Source: an optimization exercise on an open RTL-to-GDS flow (aim: small area, a short achievable clock period and few clock cycles per item). Production flows keep margins and buffers that such runs may drop. In this exercise RTL edits were held to simulation tests only and were not proved equivalent to the original. Power figures rest on the tool's default switching activity, not on a simulated workload.

==> flow/run.sh <==
#!/bin/bash
# synth_recipe.tcl (not shown) runs the flow's synth.tcl, then flattens the netlist and writes it again
# the make line also repeats each setting of config.mk as NAME=value (left out here)
make -C /OpenROAD-flow-scripts/flow DESIGN_CONFIG=/design/flow/config.mk WORK_HOME=/design/flow/orfs CLKGATE_MAP_FILE= SYNTH_SCRIPT=/design/flow/synth_recipe.tcl finish
==> flow/config.mk <==
export PLATFORM = sky130hd
export DESIGN_NAME = conditional_output_channel_controller
export DESIGN_NICKNAME = conditional_output_channel_controller
export VERILOG_FILES = /design/flow/design.v
export SDC_FILE = /design/flow/constraint.sdc
export NUM_CORES = 4
export LEC_CHECK = 0
export CAP_MARGIN = 20
export CORE_MARGIN = 2
export CORE_UTILIZATION = 40
export SLEW_MARGIN = 20
==> flow/constraint.sdc <==
create_clock -name core_clock -period 9.0 [get_ports {clk}]
set_input_delay 1.8000 -clock core_clock [delete_from_list [all_inputs] [get_ports {clk}]]
set_output_delay 1.8000 -clock core_clock [all_outputs]
set_load 0.01 [all_outputs]
==> flow/design.v <==
`timescale 1ns / 1ps
`default_nettype none
package cocc_pkg;
  localparam int NUM_CHANNELS = 6;
  localparam int SAMPLE_BITS  = 10;
  localparam int OP_W     = 3;
  localparam int CH_W     = 3;
  localparam int RULE_W   = 3;
  localparam int DATA_W   = 32;
  localparam int SAMPLE_W = 10;
  localparam int LEFT_W   = 10;
  localparam int IDX_W = (NUM_CHANNELS > 1) ? $clog2(NUM_CHANNELS) : 1;
  localparam int                 MS_PER_SEC = 1000;
  localparam logic [DATA_W-1:0]  DIV_MAGIC  = 32'h10624DD3;
  localparam int                 DIV_SHIFT  = 38;
  localparam int                 Q_W        = 23;
  localparam logic [SAMPLE_W-1:0] SAMPLE_MASK =
    SAMPLE_W'((33'd1 << SAMPLE_BITS) - 33'd1);
  typedef enum logic [OP_W-1:0] {
    OP_EVAL   = 3'd0,
    OP_SET    = 3'd1,
    OP_TOGGLE = 3'd2,
    OP_KILL   = 3'd3,
    OP_READ   = 3'd4
  } op_t;
  localparam logic [RULE_W-1:0] RULE_TIMER  = 3'd0;
  localparam logic [RULE_W-1:0] RULE_PULSE  = 3'd1;
  localparam logic [RULE_W-1:0] RULE_RISING = 3'd2;
  localparam logic [RULE_W-1:0] RULE_ABOVE  = 3'd3;
  localparam logic [RULE_W-1:0] RULE_BELOW  = 3'd4;
  typedef struct packed {
    logic capture;
    logic load;
    logic exec;
    logic pin;
    logic elap;
    logic mul;
    logic apply;
    logic check;
    logic respond;
    logic phase;
  } cocc_cmd_t;
  typedef struct packed {
    logic op_eval;
    logic in_range;
    logic enabled;
    logic on_off;
    logic rule_timer;
    logic out_free;
  } cocc_stat_t;
endpackage
`default_nettype wire
`timescale 1ns / 1ps
`default_nettype none
module cocc_ctrl (
  input  wire logic clk,
  input  wire logic rst_n,
  input  wire logic in_valid,
  output logic      in_ready,
  input  wire logic out_ready,
  output logic      out_valid,
  input  wire logic need_step,    
  output logic      accept,       
  output logic      step,         
  output logic      slow          
);
  logic out_valid_r;
  logic slow_r;
  logic out_free;
  assign out_free  = !out_valid_r || out_ready;
  assign in_ready  = out_free && !need_step;
  assign accept    = in_valid && in_ready;
  assign step      = in_valid && out_free && need_step;
  assign out_valid = out_valid_r;
  assign slow      = slow_r;
  always_ff @(posedge clk) begin
    if (!rst_n) begin
      out_valid_r <= 1'b0;
      slow_r      <= 1'b0;
    end else begin
      if (accept)         out_valid_r <= 1'b1;
      else if (out_ready) out_valid_r <= 1'b0;
      if (accept)         slow_r <= 1'b0;
      else if (step)      slow_r <= 1'b1;
    end
  end
endmodule
`default_nettype wire
`timescale 1ns / 1ps
`default_nettype none
module cocc_dp (
  input  wire logic                          clk,
  input  wire logic                          rst_n,
  input  wire logic                          accept,
  input  wire logic                          step,
  input  wire logic                          slow,
  output logic                               need_step,
  input  wire logic [cocc_pkg::OP_W-1:0]     in_op,
  input  wire logic [cocc_pkg::CH_W-1:0]     in_channel,
  input  wire logic [cocc_pkg::DATA_W-1:0]   in_now_ms,
  input  wire logic                          in_pin_level,
  input  wire logic [cocc_pkg::SAMPLE_W-1:0] in_analog_sample,
  input  wire logic [cocc_pkg::RULE_W-1:0]   in_cond_on,
  input  wire logic [cocc_pkg::RULE_W-1:0]   in_cond_off,
  input  wire logic [cocc_pkg::DATA_W-1:0]   in_value_on,
  input  wire logic [cocc_pkg::DATA_W-1:0]   in_value_off,
  input  wire logic                          in_initial_state,
  output logic [cocc_pkg::CH_W-1:0]          out_channel_out,
  output logic                               out_active,
  output logic                               out_out_level,
  output logic                               out_cur_state,
  output logic [cocc_pkg::RULE_W-1:0]        out_rule_on,
  output logic [cocc_pkg::RULE_W-1:0]        out_rule_off,
  output logic [cocc_pkg::DATA_W-1:0]        out_target_on,
  output logic [cocc_pkg::DATA_W-1:0]        out_target_off,
  output logic [cocc_pkg::DATA_W-1:0]        out_progress
);
  localparam int NCH = cocc_pkg::NUM_CHANNELS;
  localparam int DW  = cocc_pkg::DATA_W;
  localparam int RW  = cocc_pkg::RULE_W;
  localparam int LW  = cocc_pkg::LEFT_W;
  localparam int SW  = cocc_pkg::SAMPLE_W;
  localparam int EW  = 22;                   
  localparam logic [DW-1:0] SAT_MAX = '1;
  logic          vld_m  [NCH];
  logic          en_m   [NCH];
  logic          on_m   [NCH];
  logic          pin_m  [NCH];
  logic          lvl_m  [NCH];
  logic [RW-1:0] ron_m  [NCH];
  logic [RW-1:0] roff_m [NCH];
  logic [DW-1:0] ton_m  [NCH];
  logic [DW-1:0] toff_m [NCH];
  logic [DW-1:0] prog_m [NCH];
  logic [DW-1:0] last_m [NCH];
  logic [LW-1:0] left_m [NCH];
  logic [EW-1:0]          ecur_r;
  logic [cocc_pkg::CH_W-1:0] ch_o_r;
  logic [NCH-1:0] sel_i;
  logic           in_range;
  logic          c_en, c_on, c_pin, c_lvl;
  logic [RW-1:0] c_ron, c_roff;
  logic [DW-1:0] c_ton, c_toff, c_prog, c_last;
  logic [LW-1:0] c_left;
  assign in_range = (in_channel < 3'(NCH));
  always_comb begin
    c_en = 1'b0; c_on = 1'b0; c_pin = 1'b0; c_lvl = 1'b0;
    c_ron = '0; c_roff = '0; c_ton = '0; c_toff = '0; c_prog = '0; c_last = '0; c_left = '0;
    for (int c = 0; c < NCH; c++) begin
      sel_i[c] = (in_channel == 3'(c)) && vld_m[c];
      c_en   |= sel_i[c] & en_m[c];
      c_on   |= sel_i[c] & on_m[c];
      c_pin  |= sel_i[c] & pin_m[c];
      c_lvl  |= sel_i[c] & lvl_m[c];
      c_ron  |= {RW{sel_i[c]}} & ron_m[c];
      c_roff |= {RW{sel_i[c]}} & roff_m[c];
      c_ton  |= {DW{sel_i[c]}} & ton_m[c];
      c_toff |= {DW{sel_i[c]}} & toff_m[c];
      c_prog |= {DW{sel_i[c]}} & prog_m[c];
      c_last |= {DW{sel_i[c]}} & last_m[c];
      c_left |= {LW{sel_i[c]}} & left_m[c];
    end
  end
  logic          op_eval, op_set, op_toggle, op_kill;
  logic [RW-1:0] rule;
  logic [DW-1:0] tgt;
  logic [SW-1:0] smp;
  logic          pin_in;
  assign op_eval   = (in_op == 3'd0);
  assign op_set    = (in_op == 3'd1);
  assign op_toggle = (in_op == 3'd2);
  assign op_kill   = (in_op == 3'd3);
  assign rule      = c_on ? c_roff : c_ron;
  assign tgt       = c_on ? c_toff : c_ton;
  assign smp       = in_analog_sample;
  assign pin_in    = in_pin_level;
  logic [DW-1:0] e_comb, e_src;
  logic          e_big;
  logic [3:0]    q;
  logic [LW-1:0] r;
  logic          fire;
  logic [12:0]   e13;
  logic [12:0]   qk;
  assign e_comb = in_now_ms + DW'(c_left) - c_last;
  assign e_src  = slow ? DW'(ecur_r) : e_comb;
  assign e_big  = |e_src[DW-1:13];
  assign e13    = e_src[12:0];
  always_comb begin
    q  = '0;
    qk = '0;
    for (int k = 1; k <= 8; k++) begin
      if (e13 >= 13'(1000 * k)) begin
        q  = 4'(k);
        qk = 13'(1000 * k);
      end
    end
  end
  assign r    = LW'(e13 - qk);
  assign fire = slow || (q != 4'd0);
  logic [22:0]   q1;
  logic [DW-1:0] e_next;
  logic [DW:0]   step_sum;
  logic [DW-1:0] step_prog;
  assign q1        = 23'(e_src >> 10) + 23'(e_src >> 16) + 23'(e_src >> 17);
  assign e_next    = e_src - (DW'(q1) << 10) + (DW'(q1) << 4) + (DW'(q1) << 3);
  assign step_sum  = {1'b0, c_prog} + (DW+1)'(q1);
  assign step_prog = step_sum[DW] ? SAT_MAX : step_sum[DW-1:0];
  assign need_step = slow ? e_big
                          : (op_eval && in_range && c_en && (rule == cocc_pkg::RULE_TIMER) && e_big);
  always_ff @(posedge clk) begin
    if (step) ecur_r <= e_next[EW-1:0];
  end
  logic [3:0]    inc;
  logic [DW:0]   inc_sum;
  logic [DW-1:0] inc_prog;
  logic [DW-1:0] dm;
  logic          ge;
  logic          hit1;
  logic [DW-1:0] prog1;
  logic          lvl1;
  logic [DW-1:0] last1;
  logic [LW-1:0] left1;
  logic [DW-1:0] blw1;
  logic          bhit1;
  function automatic logic [DW-1:0] below(input logic [DW-1:0] t, input logic [SW-1:0] s);
    logic [DW:0] tw;
    logic [DW:0] d;
    tw = {t, 1'b0};
    d  = tw - (DW+1)'(s);
    if (tw <= (DW+1)'(s)) below = '0;
    else if (d[DW])       below = SAT_MAX;
    else                  below = d[DW-1:0];
  endfunction
  assign blw1  = below(tgt, smp);
  assign bhit1 = (tgt == '0) || (tgt >= DW'(smp));
  always_comb begin
    unique case (rule)
      cocc_pkg::RULE_TIMER:  inc = q;
      cocc_pkg::RULE_PULSE:  inc = {3'b0, !pin_in && c_lvl};
      cocc_pkg::RULE_RISING: inc = {3'b0, pin_in && !c_lvl};
      default:               inc = 4'd0;
    endcase
  end
  assign inc_sum  = {1'b0, c_prog} + (DW+1)'(inc);
  assign inc_prog = inc_sum[DW] ? SAT_MAX : inc_sum[DW-1:0];
  assign dm       = tgt - c_prog;
  assign ge       = (c_prog >= tgt);
  always_comb begin
    prog1 = inc_prog;
    lvl1  = c_lvl;
    last1 = c_last;
    left1 = c_left;
    hit1  = ge || ((dm[DW-1:4] == '0) && (dm[3:0] <= inc));
    unique case (rule)
      cocc_pkg::RULE_TIMER: begin
        if (fire) begin
          last1 = in_now_ms;
          left1 = r;
        end
      end
      cocc_pkg::RULE_PULSE, cocc_pkg::RULE_RISING: begin
        lvl1 = pin_in;
      end
      cocc_pkg::RULE_ABOVE: begin
        prog1 = DW'(smp);
        hit1  = (DW'(smp) >= tgt);
      end
      cocc_pkg::RULE_BELOW: begin
        prog1 = blw1;
        hit1  = bhit1;
      end
      default: ;
    endcase
  end
  logic [DW-1:0] prog2;
  logic          lvl2;
  logic          hit2;
  logic [DW-1:0] blw2;
  logic          toff0;
  assign blw2  = below(c_toff, smp);
  assign toff0 = (c_toff == '0);
  always_comb begin
    prog2 = '0;
    lvl2  = 1'b0;
    hit2  = toff0;
    unique case (c_roff)
      cocc_pkg::RULE_PULSE: begin
        lvl2 = pin_in;
      end
      cocc_pkg::RULE_RISING: begin
        lvl2  = pin_in;
        prog2 = DW'(pin_in);
        hit2  = pin_in ? (c_toff <= DW'(1)) : toff0;
      end
      cocc_pkg::RULE_ABOVE: begin
        prog2 = DW'(smp);
        hit2  = (DW'(smp) >= c_toff);
      end
      cocc_pkg::RULE_BELOW: begin
        prog2 = blw2;
        hit2  = toff0 || (c_toff >= DW'(smp));
      end
      default: ;
    endcase
  end
  logic          n_en, n_on, n_pin, n_lvl;
  logic [RW-1:0] n_ron, n_roff;
  logic [DW-1:0] n_ton, n_toff, n_prog, n_last;
  logic [LW-1:0] n_left;
  always_comb begin
    n_en = c_en; n_on = c_on; n_pin = c_pin; n_lvl = c_lvl;
    n_ron = c_ron; n_roff = c_roff; n_ton = c_ton; n_toff = c_toff;
    n_prog = c_prog; n_last = c_last; n_left = c_left;
    if (step) begin
      n_prog = step_prog;
    end else if (op_eval) begin
      if (c_en) begin
        n_pin = c_on;
        if (hit1) begin
          n_last = in_now_ms;
          n_left = '0;
          if (!c_on && !hit2) begin
            n_on   = 1'b1;
            n_prog = prog2;
            n_lvl  = lvl2;
          end else begin
            n_on   = 1'b0;
            n_prog = '0;
            n_lvl  = 1'b0;
          end
        end else begin
          n_prog = prog1;
          n_lvl  = lvl1;
          n_last = last1;
          n_left = left1;
        end
      end
    end else if (op_set) begin
      n_en   = 1'b1;
      n_ron  = in_cond_on;
      n_roff = in_cond_off;
      n_ton  = in_value_on;
      n_toff = in_value_off;
      n_on   = in_initial_state;
      n_prog = '0;
      n_last = in_now_ms;
      n_left = '0;
      n_lvl  = 1'b0;
    end else if (op_toggle) begin
      n_on   = !c_on;
      n_prog = '0;
      n_lvl  = 1'b0;
      n_last = in_now_ms;
    end else if (op_kill) begin
      n_en   = 1'b0;
      n_ron  = '0;
      n_roff = '0;
      n_ton  = '0;
      n_toff = '0;
      n_pin  = 1'b0;
      n_on   = 1'b0;
      n_prog = '0;
      n_last = in_now_ms;
      n_left = '0;
      n_lvl  = 1'b0;
    end
  end
  logic wr;
  assign wr = (accept || step) && in_range;
  always_ff @(posedge clk) begin
    if (!rst_n) begin
      for (int c = 0; c < NCH; c++) vld_m[c] <= 1'b0;
    end else begin
      for (int c = 0; c < NCH; c++) if (wr && in_channel == 3'(c)) vld_m[c] <= 1'b1;
    end
  end
  always_ff @(posedge clk) begin
    for (int c = 0; c < NCH; c++) begin
      if (wr && in_channel == 3'(c)) begin
        en_m[c]   <= n_en;
        on_m[c]   <= n_on;
        pin_m[c]  <= n_pin;
        lvl_m[c]  <= n_lvl;
        ron_m[c]  <= n_ron;
        roff_m[c] <= n_roff;
        ton_m[c]  <= n_ton;
        toff_m[c] <= n_toff;
        prog_m[c] <= n_prog;
        last_m[c] <= n_last;
        left_m[c] <= n_left;
      end
    end
  end
  logic [NCH-1:0] sel_o;
  always_ff @(posedge clk) begin
    if (accept) ch_o_r <= in_channel;
  end
  always_comb begin
    out_active = 1'b0; out_out_level = 1'b0; out_cur_state = 1'b0;
    out_rule_on = '0; out_rule_off = '0; out_target_on = '0; out_target_off = '0; out_progress = '0;
    for (int c = 0; c < NCH; c++) begin
      sel_o[c] = (ch_o_r == 3'(c)) && vld_m[c];
      out_active     |= sel_o[c] & en_m[c];
      out_out_level  |= sel_o[c] & pin_m[c];
      out_cur_state  |= sel_o[c] & on_m[c];
      out_rule_on    |= {RW{sel_o[c]}} & ron_m[c];
      out_rule_off   |= {RW{sel_o[c]}} & roff_m[c];
      out_target_on  |= {DW{sel_o[c]}} & ton_m[c];
      out_target_off |= {DW{sel_o[c]}} & toff_m[c];
      out_progress   |= {DW{sel_o[c]}} & prog_m[c];
    end
  end
  assign out_channel_out = ch_o_r;
endmodule
`default_nettype wire
`timescale 1ns / 1ps
`default_nettype none
module conditional_output_channel_controller (
  input  wire logic                          clk,
  input  wire logic                          rst_n,
  input  wire logic                          in_valid,
  output logic                               in_ready,
  input  wire logic [cocc_pkg::OP_W-1:0]     in_op,
  input  wire logic [cocc_pkg::CH_W-1:0]     in_channel,
  input  wire logic [cocc_pkg::DATA_W-1:0]   in_now_ms,
  input  wire logic                          in_pin_level,
  input  wire logic [cocc_pkg::SAMPLE_W-1:0] in_analog_sample,
  input  wire logic [cocc_pkg::RULE_W-1:0]   in_cond_on,
  input  wire logic [cocc_pkg::RULE_W-1:0]   in_cond_off,
  input  wire logic [cocc_pkg::DATA_W-1:0]   in_value_on,
  input  wire logic [cocc_pkg::DATA_W-1:0]   in_value_off,
  input  wire logic                          in_initial_state,
  output logic                               out_valid,
  input  wire logic                          out_ready,
  output logic [cocc_pkg::CH_W-1:0]          out_channel_out,
  output logic                               out_active,
  output logic                               out_out_level,
  output logic                               out_cur_state,
  output logic [cocc_pkg::RULE_W-1:0]        out_rule_on,
  output logic [cocc_pkg::RULE_W-1:0]        out_rule_off,
  output logic [cocc_pkg::DATA_W-1:0]        out_target_on,
  output logic [cocc_pkg::DATA_W-1:0]        out_target_off,
  output logic [cocc_pkg::DATA_W-1:0]        out_progress
);
  logic need_step;
  logic accept;
  logic step;
  logic slow;
  cocc_ctrl u_ctrl (
    .clk       (clk),
    .rst_n     (rst_n),
    .in_valid  (in_valid),
    .in_ready  (in_ready),
    .out_ready (out_ready),
    .out_valid (out_valid),
    .need_step (need_step),
    .accept    (accept),
    .step      (step),
    .slow      (slow)
  );
  cocc_dp u_dp (
    .clk              (clk),
    .rst_n            (rst_n),
    .accept           (accept),
    .step             (step),
    .slow             (slow),
    .need_step        (need_step),
    .in_op            (in_op),
    .in_channel       (in_channel),
    .in_now_ms        (in_now_ms),
    .in_pin_level     (in_pin_level),
    .in_analog_sample (in_analog_sample),
    .in_cond_on       (in_cond_on),
    .in_cond_off      (in_cond_off),
    .in_value_on      (in_value_on),
    .in_value_off     (in_value_off),
    .in_initial_state (in_initial_state),
    .out_channel_out  (out_channel_out),
    .out_active       (out_active),
    .out_out_level    (out_out_level),
    .out_cur_state    (out_cur_state),
    .out_rule_on      (out_rule_on),
    .out_rule_off     (out_rule_off),
    .out_target_on    (out_target_on),
    .out_target_off   (out_target_off),
    .out_progress     (out_progress)
  );
endmodule
`default_nettype wire
==> impl_metrics.env <==
export IMPL_outcome="failed layout checks"
export IMPL_check_faults="negative setup slack"
export IMPL_antenna_found_initial=11
export IMPL_crit_path_start_kind="input pin"
export IMPL_ios=234
export IMPL_core_area_um2=129000
export IMPL_holdCritPathClass="reg -> reg"
export IMPL_route_detailed_wl_per_inst_um=26.6
export IMPL_std_cell_rows=132
export IMPL_max_freq_mhz=101
export IMPL_fillers=11200
export IMPL_cp_slowest_cell="fa_2"
export IMPL_use_met2=0.473
export IMPL_gr_usage_met3=0.0465
export IMPL_synth_avg_cell_area_um2=11.3
export IMPL_dpl_cell_count=7271
export IMPL_synth_most_common_cell="edfxtp_1"
export IMPL_synth_distinct_cells=110
export IMPL_drc=0
export IMPL_design_area_um2=69300
export IMPL_powerDensity_nw_per_um2=438
export IMPL_overflow=0
export IMPL_hold_buffers=0
export IMPL_die_area_um2=133000
export IMPL_dp_hpwl_mm=135
export IMPL_synth_seq_cells=921
export IMPL_min_path_cells=2
export IMPL_grt_first_pass_wirelength_mm=290
export IMPL_drtIter0Drc=6400
export IMPL_synthTopCellsByArea="edfxtp_1 52%, a22oi_1 10%, ha_1 5.0%"
export IMPL_worstSetupPathType="in -> reg"
export IMPL_cts_path_max_buffers=3
export IMPL_period_minus_slack_ns=9.86
export IMPL_p_leak_nw=26.4
export IMPL_crit_fanout=7
export IMPL_cpPeakStageDelay_ns=0.57
export IMPL_die_w_um=365
export IMPL_cp_common_cell="buf_4"
export IMPL_gr_usage_met1=0.392
export IMPL_r2r_start="u_dp.vld_m[1]$_SDFFE_PN0P_"
export IMPL_reg2regPathDepth=40
export IMPL_hold_start="u_dp.vld_m[2]$_SDFFE_PN0P_"
export IMPL_synth_async_reset_ratio=0
export IMPL_arrival_ns=10.31
export IMPL_synth_largest_area_cell="edfxtp_1"
export IMPL_ctsHtreeMaxLevel=3
export IMPL_worst_slack_ns=-0.864
export IMPL_final_period_utilization=1.10
export IMPL_drt_wl_total_mm=201
export IMPL_ys_flop_type="edfxtp_1"
export IMPL_hold_end="u_dp.vld_m[2]$_SDFFE_PN0P_"
export IMPL_clock_sinks=921
export IMPL_hold_viol=0
export IMPL_synth_edf_count=913
export IMPL_maxCapViolCount=0
export IMPL_start_util=0.403
export IMPL_r2r_end="u_dp.ecur_r[20]$_DFFE_PP_"
export IMPL_finClkSkew_ns=0.0764
export IMPL_ir_worst_vdd_uv=1420
export IMPL_grt_max_degree=118
export IMPL_synth_nets=5026
export IMPL_grt_pass1_vias=44700
export IMPL_numCtsBuffers=98
export IMPL_place_area_um2=62900
export IMPL_worstMarginPinSlew_ns=1.10
export IMPL_synth_seq_area_share=0.528
export IMPL_drive_above_1_share=0.260
export IMPL_synthesis_area_um2=52200
export IMPL_viasPerCell=6.09
export IMPL_cts_tree="built"
export IMPL_ant_nets=0
export IMPL_rsz0062_at_grt="true"
export IMPL_port_buffers=233
export IMPL_fin_cells=7558
export IMPL_root_buffer="clkbuf_16"
export IMPL_yosys_top_cells_count="913 x edfxtp_1, 725 x a22oi_1, 299 x nor2_1"
export IMPL_maxSlewViolCount=0
export IMPL_grt_usage=0.293
export IMPL_gp_congestion=1.01
export IMPL_finalNetCount=6126
export IMPL_slew_headroom=0.264
export IMPL_clk_pin_slew_ns=0.06
export IMPL_top_usage_layer="met2"
export IMPL_fp_dieH_um=365
export IMPL_synth_warning_count=14
export IMPL_vias=46000
export IMPL_required_ns=9.45
export IMPL_areaGrowthSynthToFinish_pct=32.6
export IMPL_synth_cells=4633
export IMPL_endpoint_kind="flip-flop"
export IMPL_preCtsSetupSlack_ns=-3.06
export IMPL_timing_hold_ws_ns=0.582
export IMPL_drt_first_pass_iters=7
export IMPL_r2r_setup_slack_ns=0
export IMPL_insertion_delay_ns=0.77
export IMPL_setup_viol=459
export IMPL_synth_top_area_share=0.525
## logic make-up (layout without fill, tap and decap cells)
group | Yosys count | count (layout) | share of synthesized area
AOI/OAI and AO/OA | 1529 | 1529 | 0.207
buffers and inverters | 503 | 1682 | 0.0418
adders and majority gates | 269 | 269 | 0.0729
DFF | 921 | 921 | 0.528
muxes | 62 | 62 | 0.0126
xor gates and xnor gates | 158 | 158 | 0.0268
and+or+nand+nor | 1191 | 1193 | 0.111
other | 0 | 2 | 0
## worst max path at each step
stage | slack, ns | cells after the start | end | from
6_report | -0.86 | 42 | u_dp.ecur_r[20]$_DFFE_PP_ | in_channel[0]
5_1_grt | -1.23 | 44 | u_dp.ecur_r[20]$_DFFE_PP_ | in_channel[0]
4_1_cts | -0.76 | 44 | u_dp.ecur_r[21]$_DFFE_PP_ | in_channel[1]
3_5_place_dp | -3.06 | 44 | u_dp.prog_m[5][31]$_DFFE_PP_ | in_channel[2]
3_3_place_gp | -2.94 | 43 | u_dp.prog_m[0][31]$_DFFE_PP_ | in_channel[1]
2_1_floorplan | -3.15 | 45 | u_dp.prog_m[0][18]$_DFFE_PP_ | in_channel[1]
## area by class of cell
cell class / instances / area, µm² / area share
antenna: 2 / 5.00 / 0.0000723
multi-input combinational: 3211 / 24700 / 0.356
tap: 1742 / 2180 / 0.0315
sequential: 921 / 27600 / 0.398
timing repair buffer: 1269 / 10800 / 0.156
clock buffer: 113 / 2550 / 0.0368
clock inverter: 68 / 633 / 0.00914
inverter: 232 / 886 / 0.0128
## critical path, delay by kind of cell
kind / cells / cell delay (ns)
xor+xnor: 2 / 0.27
fa+ha+maj: 7 / 2.89
simple gates: 4 / 0.69
buf+inv: 13 / 1.55
compound gates: 16 / 3.08
## registers in the layout, summed over array words and instances, names as in the netlist
name / flops
u_dp.ecur_r: 22
u_dp.en_m: 6
u_dp.ton_m: 192
u_dp.ch_o_r: 3
u_dp.on_m: 6
u_dp.vld_m: 6
u_dp.prog_m: 192
u_dp.left_m: 60
u_dp.pin_m: 6
u_ctrl.slow_r: 1
u_dp.last_m: 192
u_dp.lvl_m: 6
u_dp.ron_m: 18
u_ctrl.out_valid_r: 1
u_dp.toff_m: 192
u_dp.roff_m: 18
## power by group
| part | internal (W) | switching [W] |
|---|---|---|
| Sequential | 0.00549 | 0.0000357 |
| Combinational | 0.0107 | 0.0101 |
| Clock | 0.00220 | 0.00177 |
| Total | 0.0184 | 0.0119 |
## what timing repair did
action | 4_1_cts | 5_1_grt
endpoints found under the setup margin | 470 | 468
gates cloned | 8 | 0
pin swaps | 151 | 93
resized for setup | 349 | 95
setup buffers | 84 | 29
## routing by layer
layer,share of wire,routed length (µm)
met4,0.045,9150
met2,0.46,92700
met1,0.40,80600
met5,0.00021,43
met3,0.093,18700
## cell usage in the layout (no fill, tap or decap), types with 19 or more instances in the layout
cell,instances
o22ai_1,19
xor2_1,36
nand2_1,257
and3_1,27
edfxtp_1,913
a22oi_1,715
clkinv_2,19
nor3_1,75
or3_1,21
nand2b_1,31
ha_1,181
buf_12,36
clkdlybuf4s50_1,230
o21ai_0,91
nand4_1,33
o31ai_1,21
nand3_1,267
a21oi_1,239
nor2_1,285
clkinv_1,19
mux2i_1,37
buf_6,35
a31oi_1,26
a211oi_1,19
clkbuf_16,100
a32oi_4,19
a221oi_1,27
fa_1,52
nor4_1,19
inv_1,209
a21o_1,58
ha_4,24
xnor2_1,106
nor2b_1,41
o211ai_1,20
o21a_1,34
buf_4,961
## metrics by stage
step | setup TNS (ns) | total power (W) | utilization
finish | -220.04 | 0.0303 | 0.535
global route | -382.01 | 0.0322 | 0.535
CTS | -153.57 | 0.0287 | 0.530
detailed placement | -1259.03 | 0.0218 | 0.486
global placement | -1178.24 | 0.0216 | 0.486
floorplan | -2105.08 | 0.0150 | -
Testbench counts, summed over its fixed seeds: cycles 8,279, items 8,037.

[separate check: timing with driven ports]
Ports are ideal in the flow. The routed layout listed here was re-timed in OpenROAD. Step 1: set_driving_cell puts a clkbuf_16 on clk and a buf_2 on each other input, an assumption about the parent block. Step 2 adds t to the input delays and takes it off the output delays; t is the mean of the earliest and latest rising clock arrival at the registers after step 1. Input paths then give back, and output paths get back, about the clock's delay inside the block. Three values: ideal ports, drivers, drivers and shift; two values: the first two.
shift t [ns]: 0.808
setup slack, ns: -0.864 / -0.879 / -1.687
hold WS [ns]: 0.582 / 0.582 / 0.582
cell pins on the clock port's net: 1
For this run, drivers alone change the setup slack by -0.015 ns; drivers and shift together by -0.823 ns.
